This design comes from an exercise in tuning for small area and a short achievable clock period on the open sky130 flow, not from production work.
Where RTL was checked, it was by simulation tests only, not by an equivalence proof against the original.
Power figures rest on the tool's default switching activity, not on a simulated workload.

==> inputs of maple <==
Design wallace_mul, start of the top module:
module wallace_mul
(
    input  logic                          clk,
    input  logic                          arst_n,
    input  logic                          in_valid,
    input  logic [mul_pkg::OPERAND_W-1:0] a,
    input  logic [mul_pkg::OPERAND_W-1:0] b,
    output logic                          out_valid,
    output logic [mul_pkg::PRODUCT_W-1:0] product
);
    wire [31:0] a_q, b_q;
    wire bo0;
    wire bt0;
    wire bn0;
    wire pp0_0;
    wire pp0_1;
    wire pp0_2;
    wire pp0_3;
    wire pp0_4;
    wire pp0_5;
    wire pp0_6;
    wire pp0_7;
    wire pp0_8;
    wire pp0_9;
    wire pp0_10;
    wire pp0_11;
    wire pp0_12;
    wire pp0_13;
    wire pp0_14;
    wire pp0_15;
    wire pp0_16;
    wire pp0_17;
    wire pp0_18;
    wire pp0_19;
    wire pp0_20;
    wire pp0_21;
    wire pp0_22;
    wire pp0_23;
    wire pp0_24;
    wire pp0_25;
    wire pp0_26;
    wire pp0_27;
    wire pp0_28;
    wire pp0_29;
    wire pp0_30;
    wire pp0_31;
    wire pp0_32;
    wire bnn0;
    wire bo1;
    wire bt1;
    wire bn1;
    wire pp1_0;
    wire pp1_1;
    wire pp1_2;
    wire pp1_3;
    wire pp1_4;
    wire pp1_5;
    wire pp1_6;
    wire pp1_7;
    wire pp1_8;
    wire pp1_9;
    wire pp1_10;
    wire pp1_11;
    wire pp1_12;
    wire pp1_13;
    wire pp1_14;
    wire pp1_15;
    wire pp1_16;
    wire pp1_17;
    wire pp1_18;
    wire pp1_19;
    wire pp1_20;
    wire pp1_21;
    wire pp1_22;
    wire pp1_23;
    wire pp1_24;
    wire pp1_25;
    wire pp1_26;
    wire pp1_27;
    wire pp1_28;
    wire pp1_29;
    wire pp1_30;
    wire pp1_31;
    wire pp1_32;
    wire bnn1;
    wire bo2;
    wire bt2;
    wire bn2;
    wire pp2_0;
    wire pp2_1;
    wire pp2_2;
    wire pp2_3;
    wire pp2_4;
    wire pp2_5;
    wire pp2_6;
    wire pp2_7;
    wire pp2_8;
    wire pp2_9;
    wire pp2_10;
    wire pp2_11;
    wire pp2_12;
    wire pp2_13;
    wire pp2_14;
    wire pp2_15;
    wire pp2_16;
    wire pp2_17;
    wire pp2_18;
    wire pp2_19;
    wire pp2_20;
    wire pp2_21;
    wire pp2_22;
    wire pp2_23;
    wire pp2_24;
    wire pp2_25;
    wire pp2_26;
    wire pp2_27;
    wire pp2_28;
    wire pp2_29;
    wire pp2_30;
    wire pp2_31;
    wire pp2_32;
    wire bnn2;
    wire bo3;
    wire bt3;
    wire bn3;
    wire pp3_0;
  ...
export LEC_CHECK = 0
export ABC_AREA = 1
export CAP_MARGIN = 20
export CORE_MARGIN = 2
export CORE_UTILIZATION = 40
export SETUP_SLACK_MARGIN = 2.5
export SLEW_MARGIN = 20
export SYNTH_HIERARCHICAL = 1
create_clock -name core_clock -period 5.7 [get_ports {clk}]
standard.sh (not shown) runs the stock make flow with config.mk's settings and CLKGATE_MAP_FILE= SYNTH_SCRIPT=/design/flow/synth_recipe.tcl, a recipe that flattens the netlist after the stock synthesis.
==> flow/flow/run.sh <==
#!/bin/bash
set -e
export BUFFER_PORTS_ARGS="-buffer_cell sky130_fd_sc_hd__buf_4"
bash standard.sh > standard.log 2>&1
==> yarrow: changes against maple <==
==> flow/run.sh (new file) <==
#!/bin/bash
# synth_recipe.tcl (not shown) runs the flow's synth.tcl, then flattens the netlist and writes it again
# the make line also repeats each setting of config.mk as NAME=value (left out here)
make -C /OpenROAD-flow-scripts/flow DESIGN_CONFIG=/design/flow/config.mk WORK_HOME=/design/flow/orfs CLKGATE_MAP_FILE= SYNTH_SCRIPT=/design/flow/synth_recipe.tcl finish
SLEW_MARGIN = 80   (was 20)
removed: flow/flow/run.sh
removed: flow/standard.sh
==> ember: changes against maple <==
==> flow/run.sh (new file) <==
#!/bin/bash
# synth_recipe.tcl (not shown) runs the flow's synth.tcl, then flattens the netlist and writes it again
# the make line also repeats each setting of config.mk as NAME=value (left out here)
make -C /OpenROAD-flow-scripts/flow DESIGN_CONFIG=/design/flow/config.mk WORK_HOME=/design/flow/orfs CLKGATE_MAP_FILE= SYNTH_SCRIPT=/design/flow/synth_recipe.tcl finish
removed: flow/flow/run.sh
removed: flow/standard.sh
==> results.py <==
metrics = {
    "detailed_routing": {
        "met2_length_microns": 52100,
        "vias": 24700,
    },
    "clocking": {
        "post_cts_resize_count": 31,
        "clock_latency_ps": 670,
    },
    "power": {
        "ir_drop_uv": 318,
        "clock_power_share_pct": 16.5,
        "pwr_density_cell_nw_per_um2": 629,
        "p_int_uw": 13900,
    },
    "global_route": {
        "grt_pass1_wl_microns": 170000,
    },
    "layout": {
        "fin_cells": 4503,
        "antennaDiodeCount": 0,
    },
    "setup_path": {
        "startpoint": "b[13]",
    },
    "run_status": {
        "status": "no timing/DRC/antenna violations",
    },
}
Source of the figures above: maple

==> results.py <==
metrics = {
    "clocking": {
        "clock_latency_ps": 650,
        "post_cts_resize_count": 100,
    },
    "layout": {
        "antennaDiodeCount": 3,
    },
    "yosys": {
        "synth-async-reset-ratio_pct": 0.588,
    },
    "global_route": {
        "grt_pass1_wl_microns": 174000,
    },
    "detailed_routing": {
        "met2_length_microns": 54500,
        "vias": 25300,
    },
    "setup_path": {
        "startpoint": "a[12]",
    },
    "power": {
        "pwr_density_cell_nw_per_um2": 615,
        "clock_power_share_pct": 15.6,
        "ir_drop_uv": 311,
        "p_int_uw": 13900,
    },
    "run_status": {
        "status": "no timing/DRC/antenna violations",
    },
}
Source of the figures above: ember

==> results.py <==
metrics = {
    "run_status": {
        "status": "no timing/DRC/antenna violations",
    },
    "global_route": {
        "grt_pass1_wl_microns": 177000,
    },
    "power": {
        "pwr_density_cell_nw_per_um2": 594,
        "p_int_uw": 14100,
        "clock_power_share_pct": 15.4,
        "ir_drop_uv": 286,
    },
    "clocking": {
        "cts_max_path_buffers": 3,
        "clock_latency_ps": 650,
    },
    "layout": {
        "multi_input_gates": 2244,
        "antennaDiodeCount": 2,
        "fin_cells": 4604,
    },
    "timing": {
        "hold_violations": 0,
    },
    "setup_path": {
        "startpoint": "b[4]",
    },
    "detailed_routing": {
        "vias": 25300,
        "met2_length_microns": 54200,
    },
    "yosys": {
        "synth.area.top_cells": "dfxtp_1 (28%), fa_1 (26%), xor2_1 (12%)",
    },
}
Source of the figures above: yarrow

No run of this note included a check of the RTL's function; only the layout flow was run.

==> 03-01: inputs <==
Another version of the RTL of wallace_mul (not shown whole).
clock: 5.7 ns
lec_check: 0
abc_area: 1
cap_margin: 20
core_margin: 2
core_utilization: 65
setup_slack_margin: 3.1
slew_margin: 20
synth_hierarchical: 1
==> flow/flow/run.sh <==
#!/bin/bash
set -e
export BUFFER_PORTS_ARGS="-buffer_cell sky130_fd_sc_hd__buf_2"
bash standard.sh > standard.log 2>&1
==> inputs of 08-22, as changes to 03-01 <==
==> flow/flow/run.sh (replaced) <==
#!/bin/bash
set -e
export BUFFER_PORTS_ARGS="-buffer_cell sky130_fd_sc_hd__buf_4"
bash standard.sh > standard.log 2>&1
--- a/flow/config.mk
+++ b/flow/config.mk
@@ -9,5 +9,5 @@
 export CAP_MARGIN = 20
 export CORE_MARGIN = 2
-export CORE_UTILIZATION = 65
+export CORE_UTILIZATION = 40
 export SETUP_SLACK_MARGIN = 3.1
 export SLEW_MARGIN = 20
==> summary.txt <==
|  | 03-01 | 08-22 |
|---|---|---|
| Arrival time reported for the critical path endpoint | 3.16 ns | 3.09 ns |
| Combinational logic power | 14.8 mW | 13.9 mW |
| Std cell rows | 85 | 108 |
| Y dimension of the die | 237 um | 301 um |
| End-of-flow core utilization | 72.6% | 45.9% |
| P&R area growth vs syn | 10.5% | 13.2% |
| Final weighted congestion in routability-driven placement | 0.950 | 0.889 |
| Number of search-and-repair iterations in the first detailed-routing pass | 9 | 6 |
| Hold WS | 0.321 ns | 0.306 ns |
| Outcome | no timing/DRC/antenna violations | no timing/DRC/antenna violations |
| Width of the chip | 237 um | 301 um |
| Share of the cycle needed by the critical path after routing | 46.6% | 45.5% |
| Clock Latency Late Sink | 0.65 ns | 0.64 ns |
| Ant diodes | 4 | 2 |
| Fin nets | 4,053 | 4,056 |
| Wire per inst | 28.3 um | 25.8 um |
| Met2 WL post-DR | 46,900 um | 49,500 um |
| Slack of the worst reg-to-reg path | 3.04 ns | 3.11 ns |

==> run a: inputs <==
wallace_mul again, from the RTL that the note above started with.
clock: 5.7 ns
lec_check: 0
abc_area: 1
cap_margin: 20
core_margin: 2
core_utilization: 55
cts_buf_list: sky130_fd_sc_hd__clkbuf_8
setup_slack_margin: 3.4
slew_margin: 20
synth_hierarchical: 1
==> flow/flow/run.sh <==
#!/bin/bash
set -e
export BUFFER_PORTS_ARGS="-buffer_cell sky130_fd_sc_hd__buf_2"
bash standard.sh > standard.log 2>&1
==> inputs of run b, as changes to run a <==
--- a/flow/config.mk
+++ b/flow/config.mk
@@ -10,6 +10,5 @@
 export CORE_MARGIN = 2
 export CORE_UTILIZATION = 55
-export CTS_BUF_LIST = sky130_fd_sc_hd__clkbuf_8
-export SETUP_SLACK_MARGIN = 3.4
+export SETUP_SLACK_MARGIN = 3.1
 export SLEW_MARGIN = 20
 export SYNTH_HIERARCHICAL = 1
==> inputs of run c, as changes to run a <==
--- a/flow/config.mk
+++ b/flow/config.mk
@@ -10,5 +10,4 @@
 export CORE_MARGIN = 2
 export CORE_UTILIZATION = 55
-export CTS_BUF_LIST = sky130_fd_sc_hd__clkbuf_8
 export SETUP_SLACK_MARGIN = 3.4
 export SLEW_MARGIN = 20
==> summary.txt <==
Seq area share - 27.8%
Slowest cell on crit path - fa_2
Worst-skew pair later-pin latency - 0.72 ns
Critical Path AT - 3.01 ns
Antenna Cells - 2
Cells after DPL - 4129
Fill cell count - 4933
Outcome - finished clean
Sequential power share - 26.1%
WP data required - 6.28 ns
Clk pwr share - 15.3%
CP max FO - 1
Top Family by Delay on Critical Path - adder cells
Worst slew pin tran - 0.770 ns
Crit path to - r2_s1011
Bufs w/o clock - 267
ClkCell Share - 5.26%
(the above is from run a)
==> summary.txt <==
Outcome - finished clean
Fill cell count - 4850
Share of post-route cells with drive strength above 1 - 22.5%
Worst slew pin tran - 0.696 ns
CP max FO - 1
ClkCell Share - 5.44%
WP data required - 6.18 ns
Top Family by Delay on Critical Path - adder cells
Slowest cell on crit path - fa_2
Cells after DPL - 4129
Sequential power share - 25.8%
Vias in the first global route - 27300
Seq area share - 27.7%
Antenna Cells - 3
First-pass GRT wire length - 175000 um
Clk pwr share - 16.4%
Bufs w/o clock - 266
Critical Path AT - 2.92 ns
Worst-skew pair later-pin latency - 0.62 ns
(the above is from run c)
==> summary.txt <==
Outcome - finished clean
Worst-skew pair later-pin latency - 0.63 ns
Bufs w/o clock - 226
Worst slew pin tran - 0.880 ns
Slowest cell on crit path - buf_4
Clk pwr share - 16.9%
Register area share after synthesis - 32.4%
Seq area share - 29.3%
Cells after DPL - 4127
DR vias - 26000
Antenna Cells - 4
Fraction of registers with async set/reset - 0.703%
CP max FO - 34
Sequential power share - 26.5%
WP data required - 6.19 ns
Top Family by Delay on Critical Path - buffers and inverters
ClkCell Share - 5.82%
Most frequent cell after synthesis - dfxtp_1
(the above is from run b)

## afterwards: timing with drivers on the ports
The flow's constraints put no driver on any port. The routed layouts listed below were extracted and timed again, unchanged, in two steps. Step 1 assumes that a clkbuf_16 drives the clock port and a buf_2 every other input. Step 2 moves the port delays by t, midway between the first and last clock arrival at a register: inputs arrive t later, outputs are due t later. That takes back most of the time a late clock gives input paths. Three values: ideal ports, drivers, drivers and shift; two values: the first two.
run | t, ns | setup slack, ns | hold WS [ns] | slew at the worst register clock pin (ns) | worst data-port slew with drivers (ns)
maple | 0.717 | 2.513 / 2.547 / 1.830 | 0.271 / 0.228 / 0.311 | 0.07 / 0.07 | 0.08
yarrow | 0.705 | 2.506 / 2.524 / 1.819 | 0.325 / 0.325 / 0.325 | 0.07 / 0.07 | 0.20
ember | 0.703 | 2.481 / 2.526 / 1.823 | 0.321 / 0.321 / 0.321 | 0.07 / 0.07 | 0.21
03-01 | 0.690 | 3.043 / 3.043 / 3.043 | 0.321 / 0.281 / 0.323 | 0.07 / 0.07 | 0.03
08-22 | 0.677 | 3.105 / 3.105 / 3.105 | 0.306 / 0.268 / 0.324 | 0.06 / 0.06 | 0.06
run a | 0.762 | 3.270 / 3.270 / 3.270 | 0.229 / 0.195 / 0.328 | 0.08 / 0.08 | 0.05
run b | 0.676 | 3.090 / 3.090 / 3.090 | 0.323 / 0.282 / 0.326 | 0.07 / 0.07 | 0.04
run c | 0.673 | 3.257 / 3.257 / 3.257 | 0.327 / 0.286 / 0.329 | 0.07 / 0.07 | 0.05
After both steps every run listed still meets setup and hold. For yarrow, which loses most, drivers alone change the setup slack by +0.018 ns; drivers and shift together by -0.687 ns.
